What follows belongs to an exercise in optimizing a design on an open flow for small area; a production flow would make more cautious choices.
Function was checked by simulation only, so behaviour that the tests miss may differ from the original.
No driver is modelled on the clock port, so clocking that relies on it looks cheaper here than on a real chip.
Power is estimated from default activity; no workload was simulated.

## design.v

```verilog
module data_memory_aoi3 (
  input  logic s0, s1, s2,
  input  logic d0, d1, d2,
  output logic y_n
);
  assign y_n = ~((s0 & d0) | (s1 & d1) | (s2 & d2));
endmodule
module data_memory #(
  parameter int unsigned DATA_WIDTH = 32,
  parameter int unsigned ADDR_WIDTH = 6,
  parameter int unsigned DEPTH      = 2 ** ADDR_WIDTH
) (
  input  logic                  clk,
  input  logic                  rst,
  input  logic                  ce,
  input  logic                  we,
  input  logic [ADDR_WIDTH-1:0] address,
  input  logic [DATA_WIDTH-1:0] dataIn,
  output logic [DATA_WIDTH-1:0] dataOut
);
  localparam int unsigned NTERM = DEPTH + 1;
  localparam int unsigned NGRP  = (NTERM + 2) / 3;   
  localparam int unsigned NLAST = NTERM - 3 * (NGRP - 1);
  logic [DATA_WIDTH-1:0] mem [DEPTH];
  logic [DEPTH-1:0]      valid;
  logic rd, wr;
  assign rd = ce && !we;
  assign wr = ce && we && !rst;
  logic [3*NGRP-1:0]            tsel;
  logic [DATA_WIDTH-1:0]        tdat [3*NGRP];
  always_comb begin
    for (int i = 0; i < 3 * NGRP; i++) begin
      tsel[i] = 1'b0;
      tdat[i] = '0;
    end
    for (int i = 0; i < DEPTH; i++) begin
      tsel[i] = rd && valid[i] && (address == ADDR_WIDTH'(i));
      tdat[i] = mem[i];
    end
    tsel[DEPTH] = !rd;
    tdat[DEPTH] = dataOut;
  end
  logic [DATA_WIDTH-1:0] term_n [NGRP];
  for (genvar g = 0; g < NGRP; g++) begin : g_grp
    for (genvar b = 0; b < DATA_WIDTH; b++) begin : g_bit
      if (g < NGRP - 1 || NLAST == 3) begin : g_aoi3
        data_memory_aoi3 u_aoi (
          .s0(tsel[3*g]), .s1(tsel[3*g+1]), .s2(tsel[3*g+2]),
          .d0(tdat[3*g][b]), .d1(tdat[3*g+1][b]), .d2(tdat[3*g+2][b]),
          .y_n(term_n[g][b])
        );
      end else if (NLAST == 2) begin : g_aoi2
        assign term_n[g][b] = ~((tsel[3*g] & tdat[3*g][b]) | (tsel[3*g+1] & tdat[3*g+1][b]));
      end else begin : g_one
        assign term_n[g][b] = ~(tsel[3*g] & tdat[3*g][b]);
      end
    end
  end
  logic [DATA_WIDTH-1:0] dnext;
  always_comb begin
    dnext = '0;
    for (int g = 0; g < NGRP; g++) begin
      dnext = dnext | ~term_n[g];
    end
  end
  always_ff @(posedge clk) begin
    if (wr) begin
      mem[address] <= dataIn;
    end
  end
  always_ff @(posedge clk or posedge rst) begin
    if (rst) begin
      valid <= '0;
    end else if (wr) begin
      valid[address] <= 1'b1;
    end
  end
  always_ff @(posedge clk or posedge rst) begin
    if (rst) begin
      dataOut <= '0;
    end else begin
      dataOut <= dnext;
    end
  end
endmodule
```

## flow/run.sh

```bash
#!/bin/bash
# The standard layout, with three changes: the clock tree is built without
# dummy loads (large sink clusters on clkbuf_16); ports are buffered with
# buf_1; and after CTS, combinational cells are downsized where slack, slew
# and capacitance allow (flow/post_cts.tcl). Every tool's output goes to the
# ORFS logs; make's own output goes to flow_make.log here.
set -euo pipefail
here=$(pwd)
export CTS_ARGS="-sink_clustering_enable -repair_clock_nets -sink_clustering_size 26 -sink_clustering_max_diameter 80 -buf_list sky130_fd_sc_hd__clkbuf_16 -dont_use_dummy_load"
export BUFFER_PORTS_ARGS="-buffer_cell sky130_fd_sc_hd__buf_1"
export POST_CTS_TCL="$here/flow/post_cts.tcl"
bash standard.sh finish > flow_make.log 2>&1
```

## flow/downsize.tcl

```tcl
# Downsize combinational cells to the smallest drive strength that keeps
# slack, slew and capacitance within limits. Flip-flops and the clock tree
# are left alone.
proc ds_area {lc} {
  set m [[ord::get_db] findMaster [get_name $lc]]
  return [expr {[$m getWidth] * [$m getHeight]}]
}
proc ds_ok {min_setup min_hold} {
  estimate_parasitics -placement
  if {[sta::max_slew_violation_count] > $::ds_slew0} { return 0 }
  if {[sta::max_capacitance_violation_count] > $::ds_cap0} { return 0 }
  if {[sta::worst_slack_cmd max] < $min_setup * 1e-9} { return 0 }
  if {[sta::worst_slack_cmd min] < $min_hold * 1e-9} { return 0 }
  return 1
}
proc downsize_all {min_setup min_hold} {
  estimate_parasitics -placement
  set ::ds_slew0 [sta::max_slew_violation_count]
  set ::ds_cap0 [sta::max_capacitance_violation_count]
  set saved 0
  set n 0
  foreach inst [get_cells *] {
    set m [[sta::sta_to_db_inst $inst] getMaster]
    set name [$m getName]
    if {![regexp {^sky130_fd_sc_hd__} $name]} continue
    if {[regexp {df|edf|dl|clkbuf|clkinv|tap|fill|decap|diode|conb} $name]} continue
    set lc [get_lib_cells $name]
    if {$lc eq ""} continue
    if {![regexp {^(sky130_fd_sc_hd__[a-z0-9]+)_([0-9]+)$} $name -> base drive]} continue
    if {[regexp {df|edf|dl|clkbuf|clkinv|tap|fill|decap|diode|conb} $base]} continue
    set a0 [ds_area $lc]
    set cands {}
    foreach c [get_lib_cells ${base}_*] {
      if {[regexp {lpflow|probe} [get_name $c]]} continue
      set a [ds_area $c]
      if {$a < $a0} { lappend cands [list $a [get_name $c]] }
    }
    if {$cands eq {}} continue
    foreach c [lsort -real -index 0 $cands] {
      set cn [lindex $c 1]
      replace_cell $inst $cn
      if {[ds_ok $min_setup $min_hold]} {
        set saved [expr {$saved + $a0 - [lindex $c 0]}]
        incr n
        break
      }
      replace_cell $inst $name
    }
  }
  puts "downsize: $n cells, [format %.1f [expr {$saved / 1e6}]] um2 saved"
}

```

## flow/post_cts.tcl

```tcl
# Runs at the end of the CTS step (ORFS POST_CTS_TCL hook): downsize
# combinational cells that synthesis and repair made larger than needed,
# then repair any slew or capacitance the smaller cells leave short of the
# margins, and legalise the placement again.
source [file join [file dirname [info script]] downsize.tcl]
downsize_all 0.8 0.1
estimate_parasitics -placement
repair_design -slew_margin 10 -cap_margin 10 -match_cell_footprint
detailed_placement
check_placement -verbose
estimate_parasitics -placement
report_worst_slack -max
report_worst_slack -min
```

## standard.sh

```bash
#!/bin/bash
# synth_recipe.tcl (not shown) runs the flow's synth.tcl, then flattens the netlist and writes it again
# the make line also repeats each setting of config.mk as NAME=value (left out here)
make -C /OpenROAD-flow-scripts/flow DESIGN_CONFIG=/design/flow/config.mk WORK_HOME=/design/flow/orfs CLKGATE_MAP_FILE= SYNTH_SCRIPT=/design/flow/synth_recipe.tcl "${@:-finish}"
```

## config.mk

```make
export PLATFORM = sky130hd
export DESIGN_NAME = data_memory
export DESIGN_NICKNAME = data_memory
export VERILOG_FILES = /design/flow/design.v
export SDC_FILE = /design/flow/constraint.sdc
export NUM_CORES = 4
export LEC_CHECK = 0
export CAP_MARGIN = 10
export CORE_MARGIN = 2
export CORE_UTILIZATION = 65
export CTS_BUF_LIST = sky130_fd_sc_hd__clkbuf_16
export CTS_CLUSTER_DIAMETER = 80
export CTS_CLUSTER_SIZE = 26
export SLEW_MARGIN = 10
export SYNTH_HIERARCHICAL = 1
export SYNTH_MINIMUM_KEEP_SIZE = 0
```

## constraint.sdc

```tcl
create_clock -name core_clock -period 5.0 [get_ports {clk}]
set_input_delay 1.0000 -clock core_clock [delete_from_list [all_inputs] [get_ports {clk}]]
set_output_delay 1.0000 -clock core_clock [all_outputs]
set_load 0.01 [all_outputs]
```

==> run notes <==
## modules after synthesis, one instance, submodules excluded
module            copies in the design  flops+latches  cells
data_memory_aoi3                   672              0      1
data_memory                          1           2144   2769
## flip-flops by register name (all words and copies together), names as in the netlist
register and cells:
dataOut 32, valid 64, mem 2048
## routing by layer
layer / wire length [microns] / vias up / global-route usage
met1: 76700 / 21600 / 0.540
met3: 37700 / 541 / 0.127
met5: 184 / - / 0.00940
met2: 104000 / 3702 / 0.583
li1: - / 16600 / -
met4: 13300 / 26 / 0.203
## report_power, final
group / internal [uW] / leakage [uW] / total, uW / switching [uW]
Combinational: 125 / 0.00481 / 715 / 590
Clock: 3330 / 0.00115 / 8340 / 5000
Sequential: 19700 / 0.0197 / 19900 / 133
Total: 23200 / 0.0257 / 28900 / 5730
## cells in the mapped netlist, types with 13 or more instances
library cell	count	area [sq um]
and3_1	64	400
a31o_1	13	114
clkbuf_1	34	128
a222oi_1	672	6730
nor2_1	78	293
nand2_1	48	180
a211o_1	32	280
edfxtp_1	2048	61500
dfrtp_1	96	2400
nand4_1	161	1010
a21oi_1	34	170
a31o_2	19	166
or4_1	32	240
a41o_1	24	240
## per-stage QoR
| step | setup slack (ns) | instances |
|---|---|---|
| final | 0.515 | 5353 |
| after global routing | 0.509 | 5336 |
| after detailed placement | 0.168 | 5226 |
| after global placement | 0.147 | 5226 |
| after floorplan | 0.525 | 3441 |
## worst paths after layout
path	from	end	slack (ns)	cells past startpoint
hold reg to reg	valid[24]	valid[24]	0.46	1
setup / recovery	address[3]	dataOut[17]	0.51	11
hold / removal	valid[24]	valid[24]	0.46	1
min in group asynchronous	rst	valid[61]	0.83	3
setup reg to reg	valid[48]	dataOut[21]	1.48	7
max in group asynchronous	rst	dataOut[23]	2.56	4
## area by class of cell
class	instances	area [sq um]	share of cell area
Tap cell	1512	1890	0.0236
Inverter	4	18.8	0.000234
Clock buffer	93	2330	0.0290
Timing Repair Buffer	327	1620	0.0202
Antenna cell	25	62.6	0.000780
Sequential cell	2144	63900	0.797
Multi-Input combinational cell	1248	10400	0.129
## worst register-to-register path, stage by stage, from the launching register on
cell and delay, ns:
dfrtp_1 0.39, and4_1 0.48, buf_1 0.69, a222oi_1 0.55, nand4_1 0.13, a21oi_1 0.17, nand4_1 0.54, a211o_1 0.47
## logic make-up after synthesis
logic type | after synthesis
xor+xnor | 3
flops | 2144
compound gates | 812
buf+inv | 49
fa+ha+maj | 5
simple gates | 428
==> flow_summary.toml <==
[outcome]
outcome = "finished clean"

[setup_path]
startpoint_type = "primary input"
path_buf_inv = 4
worst_path_max_delay_cell = "nand4_1"
cp_top_family = "buffers and inverters"
crit_path_end_kind = "register"
cpPeakStageDelay_ns = 0.79
crit_chain = "buf_1 > buf_2 > nor4_1 > buf_1 > and3_1 > buf_2 > a222oi_1 > nand4_1 > a21oi_1 > nand4_1 > a211o_1"
crit_type = "primary input to register"
worstPathArrival_ns = 5.11
cp.required_ns = 5.62
crit_fanout = 32

[routing]
drt_first_pass_iters = 13
via_count = 42500
wl_per_cell_microns = 43.3
routed_wl_mm = 232
drt_iter0_markers = 9936
viasPerCell = 7.93
drc = 0
drtAntennaViolNets = 0

[layout]
final_util = 0.703
nNetsFinal = 3865
final_cell_mix = "2,048 x edfxtp_1, 672 x a222oi_1, 161 x nand4_1"
drive_gt1_frac = 0.0862
syn_to_final_growth_pct = 7.68
final_common_cell = "edfxtp_1"
fillers = 7015
design_area_sq_um = 80200

[logic_synthesis]
yosys_warnings = 11
syn_area_sq_um = 74500
synthMuxAreaShare = 0
syn-mean-instance-area_sq_um = 21.6
synth_compound_area_frac = 0.105
synth_edf_count = 2048
async_flop_share = 0.0448
synth-main-ff-cell = "edfxtp_1"
yosys.area_share.adder = 0.000840
syn_inst = 3441
synthSimpleGateAreaFrac = 0.0323
ys_types = 44
ys_ff_latch = 2144
synthXorXnorAreaFrac = 0.000353
ys_seq_area_frac = 0.858
syn-num-nets = 3488
synth_top_family_by_area = "compound AO/OA/AOI/OAI gates"

[floorplan]
die-width_microns = 342
coreArea_sq_um = 114000
num_rows = 124
initial_utilization = 0.653
io_pins = 74
die-area_sq_um = 117000
die_y_microns = 342

[worst_hold_path]
min_path_type = "register to register"

[place]
hpwl_mm = 136
portBuffers = 73
gp_congestion = 0.983
post_dp_cell_area_sq_um = 79100

[timing]
min_period_ns = 4.49
fmax_mhz = 223
setup_viol = 0
period_share = 0.897
rsz0062_at_grt = "no"
slew_violations = 0
worst_pin_slew_ns = 1.32
hold_viol_final = 0
hold_ws_ns = 0.462
tns_ns = 0
slew_headroom = 0.118
skew_ns = 0.0493

[run]
maxCapViolCount = 0

[cts]
cts_tree = "done"
clock-sinks = 2144
clock_latency_ns = 0.73
clkTransAtPathRegs_ns = 0.10

[power_and_ir_drop]
leakagePower_uw = 0.0257
report.power.total_uw = 28900
ir_drop_mv = 0.323
power_density_nw_per_um2 = 361

[global_route]
grt_pass1_wl_mm = 316
grt_pass1_vias = 39900
antenna_found_initial = 29
grt_max_degree = 65
grt_use_total = 0.396
overflow = 0

[re-timing with driven ports]
How much do the figures lean on ideal ports? The routed layout below was timed once more, with nothing changed but the port constraints. Step 1 assumes that a clkbuf_16 drives the clock port and a buf_2 every other input. Step 2 adds t to the input delays and takes it off the output delays; t is the mean of the earliest and latest rising clock arrival at the registers after step 1. Input paths then give back, and output paths get back, about the clock's delay inside the block. Three values: ideal, step 1, step 2; two values: the first two.
t, ns: 0.786
slack for setup (ns): 0.515 / 0.493 / -0.294
worst slew at a driven data input, ns: 0.13
Met with ideal ports but missed after step 2: setup timing in this run. For this run, drivers alone change the setup slack by -0.022 ns; drivers and shift together by -0.809 ns.
